Source: an optimization exercise on an open RTL-to-GDS flow (aim: small area and a short achievable clock period). Production flows keep margins and buffers that such runs may drop. The RTL was checked by simulation tests, not by an equivalence proof against the original design. The flow treats the clock pin as an ideal source. Dropping or thinning the clock tree relies on that and would not hold on a real chip. Power figures rest on the tool's default switching activity, not on a simulated workload.

==> 03-06: inputs <==
// adder_tree_25
module adder_tree_25 (
    input  wire         clk,
    input  wire         rst,
    input  wire         data_v,
    input  wire [399:0] elems,
    output wire [15:0]  sum,
    output wire         sum_valid
);
    reg [4:0] vld;
    always @(posedge clk) begin
        if (!rst) vld <= 5'd0;
        else vld <= {vld[3:0], data_v};
    end
    assign sum_valid = vld[4];
    reg r0_0_0;
    reg r0_0_1;
    reg r0_0_2;
    reg r0_1_0;
    reg r0_1_1;
    reg r0_1_2;
    reg r0_1_3;
    reg r0_1_4;
    reg r0_1_5;
    reg r0_1_6;
    reg r0_1_7;
    reg r0_1_8;
    reg r0_1_9;
    reg r0_2_0;
    reg r0_2_1;
    reg r0_2_2;
    reg r0_2_3;
    reg r0_2_4;
    reg r0_2_5;
    reg r0_2_6;
    reg r0_2_7;
    reg r0_2_8;
    reg r0_2_9;
    reg r0_2_10;
    reg r0_2_11;
    reg r0_3_0;
    reg r0_3_1;
    reg r0_3_2;
    reg r0_3_3;
    reg r0_3_4;
    reg r0_3_5;
    reg r0_3_6;
    reg r0_3_7;
    reg r0_3_8;
    reg r0_3_9;
    reg r0_3_10;
    reg r0_3_11;
    reg r0_4_0;
    reg r0_4_1;
    reg r0_4_2;
    reg r0_4_3;
    reg r0_4_4;
    reg r0_4_5;
    reg r0_4_6;
    reg r0_4_7;
    reg r0_4_8;
    reg r0_4_9;
    reg r0_4_10;
    reg r0_4_11;
    reg r0_5_0;
    reg r0_5_1;
    reg r0_5_2;
    reg r0_5_3;
    reg r0_5_4;
    reg r0_5_5;
    reg r0_5_6;
    reg r0_5_7;
    reg r0_5_8;
    reg r0_5_9;
    reg r0_5_10;
    reg r0_5_11;
    reg r0_6_0;
    reg r0_6_1;
    reg r0_6_2;
    reg r0_6_3;
    reg r0_6_4;
    reg r0_6_5;
    reg r0_6_6;
    reg r0_6_7;
    reg r0_6_8;
    reg r0_6_9;
    reg r0_6_10;
    reg r0_6_11;
    reg r0_7_0;
    reg r0_7_1;
    reg r0_7_2;
    reg r0_7_3;
    reg r0_7_4;
    reg r0_7_5;
    reg r0_7_6;
    reg r0_7_7;
    reg r0_7_8;
  ...
clock: 3.0 ns
lec_check: 0
cap_margin: 20
core_margin: 2
core_utilization: 40
setup_slack_margin: 1.3
slew_margin: 20
synth_hierarchical: 1
standard.sh (not shown) runs the stock make flow with config.mk's settings and CLKGATE_MAP_FILE= SYNTH_SCRIPT=/design/flow/synth_recipe.tcl, a recipe that flattens the netlist after the stock synthesis.
==> flow/flow/run.sh <==
#!/bin/bash
# The standard layout, with buf_1 as the port buffer cell instead of the
# cell buffer_ports picks by itself (clkdlybuf4s50_1, 2.7x the area)
set -euo pipefail
export BUFFER_PORTS_ARGS="-buffer_cell sky130_fd_sc_hd__buf_1"
bash standard.sh > standard_flow.log 2>&1
==> 05-01: changes against 03-06 <==
--- a/flow/design.v
+++ b/flow/design.v
@@ -14,20 +14,20 @@
     input  wire         clk,
     input  wire         rst,
     input  wire         data_v,
     input  wire [399:0] elems,
     output wire [15:0]  sum,
     output wire         sum_valid
 );
-    reg [4:0] vld;
+    reg [5:0] vld;
     always @(posedge clk) begin
-        if (!rst) vld <= 5'd0;
-        else vld <= {vld[3:0], data_v};
+        if (!rst) vld <= 6'd0;
+        else vld <= {vld[4:0], data_v};
     end
-    assign sum_valid = vld[4];
+    assign sum_valid = vld[5];
     reg r0_0_0;
     reg r0_0_1;
     reg r0_0_2;
     reg r0_1_0;
     reg r0_1_1;
     reg r0_1_2;
     reg r0_1_3;
@@ -326,20 +326,19 @@
     reg r2_14_2;
     reg r2_15_0;
     reg r2_15_1;
     reg r3_0_0;
     reg r3_1_0;
     reg r3_2_0;
     reg r3_3_0;
-    reg r3_3_1;
     reg r3_4_0;
     reg r3_5_0;
-    reg r3_5_1;
     reg r3_6_0;
     reg r3_6_1;
+    reg r3_6_2;
     reg r3_7_0;
     reg r3_7_1;
     reg r3_8_0;
     reg r3_8_1;
     reg r3_9_0;
     reg r3_9_1;
     reg r3_10_0;
@@ -350,14 +349,36 @@
     reg r3_12_1;
     reg r3_13_0;
     reg r3_13_1;
     reg r3_14_0;
     reg r3_14_1;
     reg r3_15_0;
     reg r3_15_1;
+    reg r4_0_0;
+    reg r4_1_0;
+    reg r4_2_0;
+    reg r4_3_0;
+    reg r4_4_0;
+    reg r4_5_0;
+    reg r4_6_0;
+    reg r4_7_0;
+    reg r4_8_0;
+    reg r4_9_0;
+    reg r4_10_0;
+    reg r4_11_0;
+    reg r4_11_1;
+    reg r4_11_2;
+    reg r4_12_0;
+    reg r4_12_1;
+    reg r4_13_0;
+    reg r4_13_1;
+    reg r4_14_0;
+    reg r4_14_1;
+    reg r4_15_0;
+    reg r4_15_1;
     wire s1;
     wire c2;
     wire s3;
     wire c4;
     wire s5;
     wire c6;
     wire s7;
@@ -1049,14 +1070,17 @@
     wire c693;
     wire s694;
     wire c695;
     wire s696;
     wire c697;
     wire x698;
     wire [15:0] cpa_a, cpa_b;
+    wire [6:0] lo_add;
+    wire [6:0] mid_add;
+    wire [5:0] hi_add;
     csa_fa u_s1 (.a(elems[0]), .b(elems[112]), .c(elems[128]), .s(s1), .co(c2));
     csa_fa u_s3 (.a(elems[144]), .b(elems[160]), .c(elems[16]), .s(s3), .co(c4));
     csa_fa u_s5 (.a(elems[176]), .b(elems[192]), .c(elems[208]), .s(s5), .co(c6));
     csa_fa u_s7 (.a(elems[224]), .b(elems[240]), .c(elems[256]), .s(s7), .co(c8));
     csa_fa u_s9 (.a(elems[272]), .b(elems[288]), .c(elems[304]), .s(s9), .co(c10));
     csa_fa u_s11 (.a(elems[320]), .b(elems[32]), .c(elems[336]), .s(s11), .co(c12));
     csa_fa u_s13 (.a(elems[352]), .b(elems[368]), .c(elems[384]), .s(s13), .co(c14));
@@ -1421,16 +1445,19 @@
     csa_fa u_s686 (.a(r2_9_0), .b(r2_9_1), .c(r2_9_2), .s(s686), .co(c687));
     csa_fa u_s688 (.a(r2_10_0), .b(r2_10_1), .c(r2_10_2), .s(s688), .co(c689));
     csa_fa u_s690 (.a(r2_11_0), .b(r2_11_1), .c(r2_11_2), .s(s690), .co(c691));
     csa_fa u_s692 (.a(r2_12_0), .b(r2_12_1), .c(r2_12_2), .s(s692), .co(c693));
     csa_fa u_s694 (.a(r2_13_0), .b(r2_13_1), .c(r2_13_2), .s(s694), .co(c695));
     csa_fa u_s696 (.a(r2_14_0), .b(r2_14_1), .c(r2_14_2), .s(s696), .co(c697));
     assign x698 = r2_15_0 ^ r2_15_1;
-    assign cpa_a = {r3_15_0, r3_14_0, r3_13_0, r3_12_0, r3_11_0, r3_10_0, r3_9_0, r3_8_0, r3_7_0, r3_6_0, r3_5_0, r3_4_0, r3_3_0, r3_2_0, r3_1_0, r3_0_0};
-    assign cpa_b = {r3_15_1, r3_14_1, r3_13_1, r3_12_1, r3_11_1, r3_10_1, r3_9_1, r3_8_1, r3_7_1, r3_6_1, r3_5_1, 1'b0, r3_3_1, 1'b0, 1'b0, 1'b0};
+    assign lo_add = {1'b0, c677, s676, r2_3_0, r2_2_0, r2_1_0, r2_0_0} + {1'b0, s678, 1'b0, r2_3_1, 1'b0, 1'b0, 1'b0};
+    assign mid_add = {1'b0, r3_10_0, r3_9_0, r3_8_0, r3_7_0, r3_6_0, 1'b1} + {1'b0, r3_10_1, r3_9_1, r3_8_1, r3_7_1, r3_6_1, r3_6_2};
+    assign hi_add = {r4_15_0, r4_14_0, r4_13_0, r4_12_0, r4_11_0, 1'b1} + {r4_15_1, r4_14_1, r4_13_1, r4_12_1, r4_11_1, r4_11_2};
+    assign cpa_a = {hi_add[5:1], r4_10_0, r4_9_0, r4_8_0, r4_7_0, r4_6_0, r4_5_0, r4_4_0, r4_3_0, r4_2_0, r4_1_0, r4_0_0};
+    assign cpa_b = 16'd0;
     always @(posedge clk) begin
         r0_0_0 <= s17;
         r0_0_1 <= s19;
         r0_0_2 <= s21;
         r0_1_0 <= s35;
         r0_1_1 <= s37;
         r0_1_2 <= c18;
@@ -1726,24 +1753,23 @@
         r2_13_1 <= c658;
         r2_13_2 <= s663;
         r2_14_0 <= s667;
         r2_14_1 <= c664;
         r2_14_2 <= s669;
         r2_15_0 <= c670;
         r2_15_1 <= x675;
-        r3_0_0 <= r2_0_0;
-        r3_1_0 <= r2_1_0;
-        r3_2_0 <= r2_2_0;
-        r3_3_0 <= r2_3_0;
-        r3_3_1 <= r2_3_1;
-        r3_4_0 <= s676;
-        r3_5_0 <= c677;
-        r3_5_1 <= s678;
+        r3_0_0 <= lo_add[0];
+        r3_1_0 <= lo_add[1];
+        r3_2_0 <= lo_add[2];
+        r3_3_0 <= lo_add[3];
+        r3_4_0 <= lo_add[4];
+        r3_5_0 <= lo_add[5];
         r3_6_0 <= c679;
         r3_6_1 <= s680;
+        r3_6_2 <= lo_add[6];
         r3_7_0 <= c681;
         r3_7_1 <= s682;
         r3_8_0 <= c683;
         r3_8_1 <= s684;
         r3_9_0 <= c685;
         r3_9_1 <= s686;
         r3_10_0 <= c687;
@@ -1754,12 +1780,34 @@
         r3_12_1 <= s692;
         r3_13_0 <= c693;
         r3_13_1 <= s694;
         r3_14_0 <= c695;
         r3_14_1 <= s696;
         r3_15_0 <= c697;
         r3_15_1 <= x698;
+        r4_0_0 <= r3_0_0;
+        r4_1_0 <= r3_1_0;
+        r4_2_0 <= r3_2_0;
+        r4_3_0 <= r3_3_0;
+        r4_4_0 <= r3_4_0;
+        r4_5_0 <= r3_5_0;
+        r4_6_0 <= mid_add[1];
+        r4_7_0 <= mid_add[2];
+        r4_8_0 <= mid_add[3];
+        r4_9_0 <= mid_add[4];
+        r4_10_0 <= mid_add[5];
+        r4_11_0 <= r3_11_0;
+        r4_11_1 <= r3_11_1;
+        r4_11_2 <= mid_add[6];
+        r4_12_0 <= r3_12_0;
+        r4_12_1 <= r3_12_1;
+        r4_13_0 <= r3_13_0;
+        r4_13_1 <= r3_13_1;
+        r4_14_0 <= r3_14_0;
+        r4_14_1 <= r3_14_1;
+        r4_15_0 <= r3_15_0;
+        r4_15_1 <= r3_15_1;
     end
     reg [15:0] sum_q;
-    always @(posedge clk) sum_q <= cpa_a + cpa_b;
+    always @(posedge clk) sum_q <= cpa_a;
     assign sum = sum_q;
 endmodule
- CORE_UTILIZATION: 40 -> 60
- CTS_BUF_LIST: default -> sky130_fd_sc_hd__clkbuf_16
- CTS_CLUSTER_DIAMETER: default -> 80
- CTS_CLUSTER_SIZE: default -> 30
- SETUP_SLACK_MARGIN: 1.3 -> 1.4
==> 09-05: changes against 03-06 <==
--- a/flow/design.v
+++ b/flow/design.v
@@ -326,20 +326,19 @@
     reg r2_14_2;
     reg r2_15_0;
     reg r2_15_1;
     reg r3_0_0;
     reg r3_1_0;
     reg r3_2_0;
     reg r3_3_0;
-    reg r3_3_1;
     reg r3_4_0;
     reg r3_5_0;
-    reg r3_5_1;
     reg r3_6_0;
     reg r3_6_1;
+    reg r3_6_2;
     reg r3_7_0;
     reg r3_7_1;
     reg r3_8_0;
     reg r3_8_1;
     reg r3_9_0;
     reg r3_9_1;
     reg r3_10_0;
@@ -1049,14 +1048,16 @@
     wire c693;
     wire s694;
     wire c695;
     wire s696;
     wire c697;
     wire x698;
     wire [15:0] cpa_a, cpa_b;
+    wire [6:0] lo_add;
+    wire [10:0] hi_add;
     csa_fa u_s1 (.a(elems[0]), .b(elems[112]), .c(elems[128]), .s(s1), .co(c2));
     csa_fa u_s3 (.a(elems[144]), .b(elems[160]), .c(elems[16]), .s(s3), .co(c4));
     csa_fa u_s5 (.a(elems[176]), .b(elems[192]), .c(elems[208]), .s(s5), .co(c6));
     csa_fa u_s7 (.a(elems[224]), .b(elems[240]), .c(elems[256]), .s(s7), .co(c8));
     csa_fa u_s9 (.a(elems[272]), .b(elems[288]), .c(elems[304]), .s(s9), .co(c10));
     csa_fa u_s11 (.a(elems[320]), .b(elems[32]), .c(elems[336]), .s(s11), .co(c12));
     csa_fa u_s13 (.a(elems[352]), .b(elems[368]), .c(elems[384]), .s(s13), .co(c14));
@@ -1421,16 +1422,18 @@
     csa_fa u_s686 (.a(r2_9_0), .b(r2_9_1), .c(r2_9_2), .s(s686), .co(c687));
     csa_fa u_s688 (.a(r2_10_0), .b(r2_10_1), .c(r2_10_2), .s(s688), .co(c689));
     csa_fa u_s690 (.a(r2_11_0), .b(r2_11_1), .c(r2_11_2), .s(s690), .co(c691));
     csa_fa u_s692 (.a(r2_12_0), .b(r2_12_1), .c(r2_12_2), .s(s692), .co(c693));
     csa_fa u_s694 (.a(r2_13_0), .b(r2_13_1), .c(r2_13_2), .s(s694), .co(c695));
     csa_fa u_s696 (.a(r2_14_0), .b(r2_14_1), .c(r2_14_2), .s(s696), .co(c697));
     assign x698 = r2_15_0 ^ r2_15_1;
-    assign cpa_a = {r3_15_0, r3_14_0, r3_13_0, r3_12_0, r3_11_0, r3_10_0, r3_9_0, r3_8_0, r3_7_0, r3_6_0, r3_5_0, r3_4_0, r3_3_0, r3_2_0, r3_1_0, r3_0_0};
-    assign cpa_b = {r3_15_1, r3_14_1, r3_13_1, r3_12_1, r3_11_1, r3_10_1, r3_9_1, r3_8_1, r3_7_1, r3_6_1, r3_5_1, 1'b0, r3_3_1, 1'b0, 1'b0, 1'b0};
+    assign lo_add = {1'b0, c677, s676, r2_3_0, r2_2_0, r2_1_0, r2_0_0} + {1'b0, s678, 1'b0, r2_3_1, 1'b0, 1'b0, 1'b0};
+    assign hi_add = {r3_15_0, r3_14_0, r3_13_0, r3_12_0, r3_11_0, r3_10_0, r3_9_0, r3_8_0, r3_7_0, r3_6_0, 1'b1} + {r3_15_1, r3_14_1, r3_13_1, r3_12_1, r3_11_1, r3_10_1, r3_9_1, r3_8_1, r3_7_1, r3_6_1, r3_6_2};
+    assign cpa_a = {hi_add[10:1], r3_5_0, r3_4_0, r3_3_0, r3_2_0, r3_1_0, r3_0_0};
+    assign cpa_b = 16'd0;
     always @(posedge clk) begin
         r0_0_0 <= s17;
         r0_0_1 <= s19;
         r0_0_2 <= s21;
         r0_1_0 <= s35;
         r0_1_1 <= s37;
         r0_1_2 <= c18;
@@ -1726,24 +1729,23 @@
         r2_13_1 <= c658;
         r2_13_2 <= s663;
         r2_14_0 <= s667;
         r2_14_1 <= c664;
         r2_14_2 <= s669;
         r2_15_0 <= c670;
         r2_15_1 <= x675;
-        r3_0_0 <= r2_0_0;
-        r3_1_0 <= r2_1_0;
-        r3_2_0 <= r2_2_0;
-        r3_3_0 <= r2_3_0;
-        r3_3_1 <= r2_3_1;
-        r3_4_0 <= s676;
-        r3_5_0 <= c677;
-        r3_5_1 <= s678;
+        r3_0_0 <= lo_add[0];
+        r3_1_0 <= lo_add[1];
+        r3_2_0 <= lo_add[2];
+        r3_3_0 <= lo_add[3];
+        r3_4_0 <= lo_add[4];
+        r3_5_0 <= lo_add[5];
         r3_6_0 <= c679;
         r3_6_1 <= s680;
+        r3_6_2 <= lo_add[6];
         r3_7_0 <= c681;
         r3_7_1 <= s682;
         r3_8_0 <= c683;
         r3_8_1 <= s684;
         r3_9_0 <= c685;
         r3_9_1 <= s686;
         r3_10_0 <= c687;
@@ -1756,10 +1758,10 @@
         r3_13_1 <= s694;
         r3_14_0 <= c695;
         r3_14_1 <= s696;
         r3_15_0 <= c697;
         r3_15_1 <= x698;
     end
     reg [15:0] sum_q;
-    always @(posedge clk) sum_q <= cpa_a + cpa_b;
+    always @(posedge clk) sum_q <= cpa_a;
     assign sum = sum_q;
 endmodule
==> flow/flow/run.sh (replaced) <==
#!/bin/bash
# The standard layout with two changes:
#  - buf_1 as the port buffer cell instead of the cell buffer_ports picks by
#    itself (clkdlybuf4s50_1, 2.7x the area)
#  - a two-level balanced clock tree (flow/clock_tree.tcl, hooked in through
#    PRE_CTS_TCL) in place of the three-level tree of clock_tree_synthesis
set -euo pipefail
export BUFFER_PORTS_ARGS="-buffer_cell sky130_fd_sc_hd__buf_1"
export PRE_CTS_TCL="$PWD/flow/clock_tree.tcl"
bash standard.sh > standard_flow.log 2>&1
==> flow/flow/clock_tree.tcl (new file) <==
# Two-level clock tree, sourced by ORFS's cts.tcl through PRE_CTS_TCL.
# It replaces clock_tree_synthesis for this run: the flip-flops are split
# into NX x NY groups of equal size by position (x strips, then y within a
# strip), each group gets one leaf buffer at its centroid, and one root
# buffer at the centroid of the leaves drives all leaves. Every flip-flop
# sits behind exactly two buffers, so the tree is balanced by construction.

proc my_clock_tree { args } {
  set nx [expr { [info exists ::env(FLOW_CTS_NX)] ? $::env(FLOW_CTS_NX) : 3 }]
  set ny [expr { [info exists ::env(FLOW_CTS_NY)] ? $::env(FLOW_CTS_NY) : 4 }]
  set leaf_cell [expr { [info exists ::env(FLOW_CTS_LEAF)] ? $::env(FLOW_CTS_LEAF) : "sky130_fd_sc_hd__clkbuf_16" }]
  set root_cell [expr { [info exists ::env(FLOW_CTS_ROOT)] ? $::env(FLOW_CTS_ROOT) : "sky130_fd_sc_hd__clkbuf_16" }]
  puts "my_clock_tree: $nx x $ny leaves of $leaf_cell, root $root_cell (replaces: clock_tree_synthesis $args)"

  set db [ord::get_db]
  set block [ord::get_db_block]
  set clk_net [$block findNet clk]
  set leaf_master [$db findMaster $leaf_cell]
  set root_master [$db findMaster $root_cell]

  # flip-flop clock pins on the clock net
  set sinks {}
  foreach it [$clk_net getITerms] {
    if { [$it isInputSignal] } {
      set inst [$it getInst]
      set bb [$inst getBBox]
      set x [expr { ([$bb xMin] + [$bb xMax]) / 2 }]
      set y [expr { ([$bb yMin] + [$bb yMax]) / 2 }]
      lappend sinks [list $x $y $it]
    }
  }
  set n [llength $sinks]
  puts "my_clock_tree: $n sinks"

  # equal-size groups: x strips, then y slices within each strip
  set sinks [lsort -integer -index 0 $sinks]
  set groups {}
  for { set i 0 } { $i < $nx } { incr i } {
    set a [expr { $i * $n / $nx }]
    set b [expr { ($i + 1) * $n / $nx - 1 }]
    set strip [lsort -integer -index 1 [lrange $sinks $a $b]]
    set m [llength $strip]
    for { set j 0 } { $j < $ny } { incr j } {
      set c [expr { $j * $m / $ny }]
      set d [expr { ($j + 1) * $m / $ny - 1 }]
      lappend groups [lrange $strip $c $d]
    }
  }

  # root buffer takes the clock port's net as input
  set root [odb::dbInst_create $block $root_master clkbuf_root_clk]
  set root_out [odb::dbNet_create $block clknet_root_clk]
  $root_out setSigType CLOCK
  [$root findITerm A] connect $clk_net
  [$root findITerm X] connect $root_out

  set k 0
  set lx 0
  set ly 0
  foreach g $groups {
    set sx 0
    set sy 0
    foreach s $g {
      set sx [expr { $sx + [lindex $s 0] }]
      set sy [expr { $sy + [lindex $s 1] }]
    }
    set cx [expr { $sx / [llength $g] }]
    set cy [expr { $sy / [llength $g] }]
    set leaf [odb::dbInst_create $block $leaf_master clkbuf_leaf_${k}_clk]
    set net [odb::dbNet_create $block clknet_leaf_${k}_clk]
    $net setSigType CLOCK
    [$leaf findITerm A] connect $root_out
    [$leaf findITerm X] connect $net
    foreach s $g {
      set it [lindex $s 2]
      $it disconnect
      $it connect $net
    }
    $leaf setLocation $cx $cy
    $leaf setPlacementStatus PLACED
    set lx [expr { $lx + $cx }]
    set ly [expr { $ly + $cy }]
    puts "my_clock_tree: leaf $k drives [llength $g] sinks at ($cx, $cy)"
    incr k
  }
  $root setLocation [expr { $lx / $k }] [expr { $ly / $k }]
  $root setPlacementStatus PLACED
  $clk_net setSigType CLOCK
  set_propagated_clock [all_clocks]
}

rename clock_tree_synthesis my_orig_clock_tree_synthesis
proc clock_tree_synthesis { args } { my_clock_tree {*}$args }
- CORE_UTILIZATION: 40 -> 60
- CTS_BUF_LIST: default -> sky130_fd_sc_hd__clkbuf_16
- CTS_CLUSTER_DIAMETER: default -> 80
- CTS_CLUSTER_SIZE: default -> 30
- SETUP_SLACK_MARGIN: 1.3 -> 1.4
==> summary.txt <==
- The highest synthesized cell count belongs to 05-01, the lowest to 09-05.
- Between 03-06 and 05-01, the lower power is in 05-01 (gap 17%, measured against 05-01).
- First-iteration DRC count: 05-01 > 09-05 > 03-06.
- Of 09-05 and 05-01, 05-01 has the higher register-to-register slack (gap 0.09 ns).
- In 03-06 the sequential share of layout area is lower than in 09-05, by 2.6 points.
- Non-clock buffer count: 05-01 is lower than 03-06 (5).
- In 05-01 the cell count is lower than in 03-06, by about 10%.
- Core utilization, lowest first: 03-06, 05-01, 09-05.
- In 05-01 the critical path depth is lower than in 09-05, by 5.
In 09-05 the design's own scripts or RTL, not TritonCTS, make the clock network.

[what the ideal ports hide]
No port has a modelled driver above. Below, the same layouts with a new extraction and two added sets of constraints.
Step 1 (the two cells are an assumption about what drives the block):
set clk [get_ports {clk}]
set_driving_cell -lib_cell sky130_fd_sc_hd__clkbuf_16 $clk
set_driving_cell -lib_cell sky130_fd_sc_hd__buf_2 [delete_from_list [all_inputs] $clk]
Step 2 adds t to the input delays and takes it off the output delays; t is the mean of the earliest and latest rising clock arrival at the registers after step 1. Input paths then give back, and output paths get back, about the clock's delay inside the block.
Slacks: ideal ports / drivers / drivers and shift; pairs: ideal ports / drivers.
run	t, ns	setup slack, ns	worst register clock-pin slew, ns	worst slew at a driven data input, ns	cell pins on the clock port's net
03-06	0.554	1.113 / 1.113 / 1.094	0.06 / 0.06	0.11	1
05-01	0.546	1.442 / 1.392 / 1.104	0.11 / 0.11	0.10	1
09-05	0.479	1.403 / 1.399 / 1.088	0.11 / 0.11	0.06	1
After both steps setup and hold are still met in every run listed. For 05-01, which loses most, drivers alone change the setup slack by -0.050 ns; drivers and shift together by -0.338 ns.
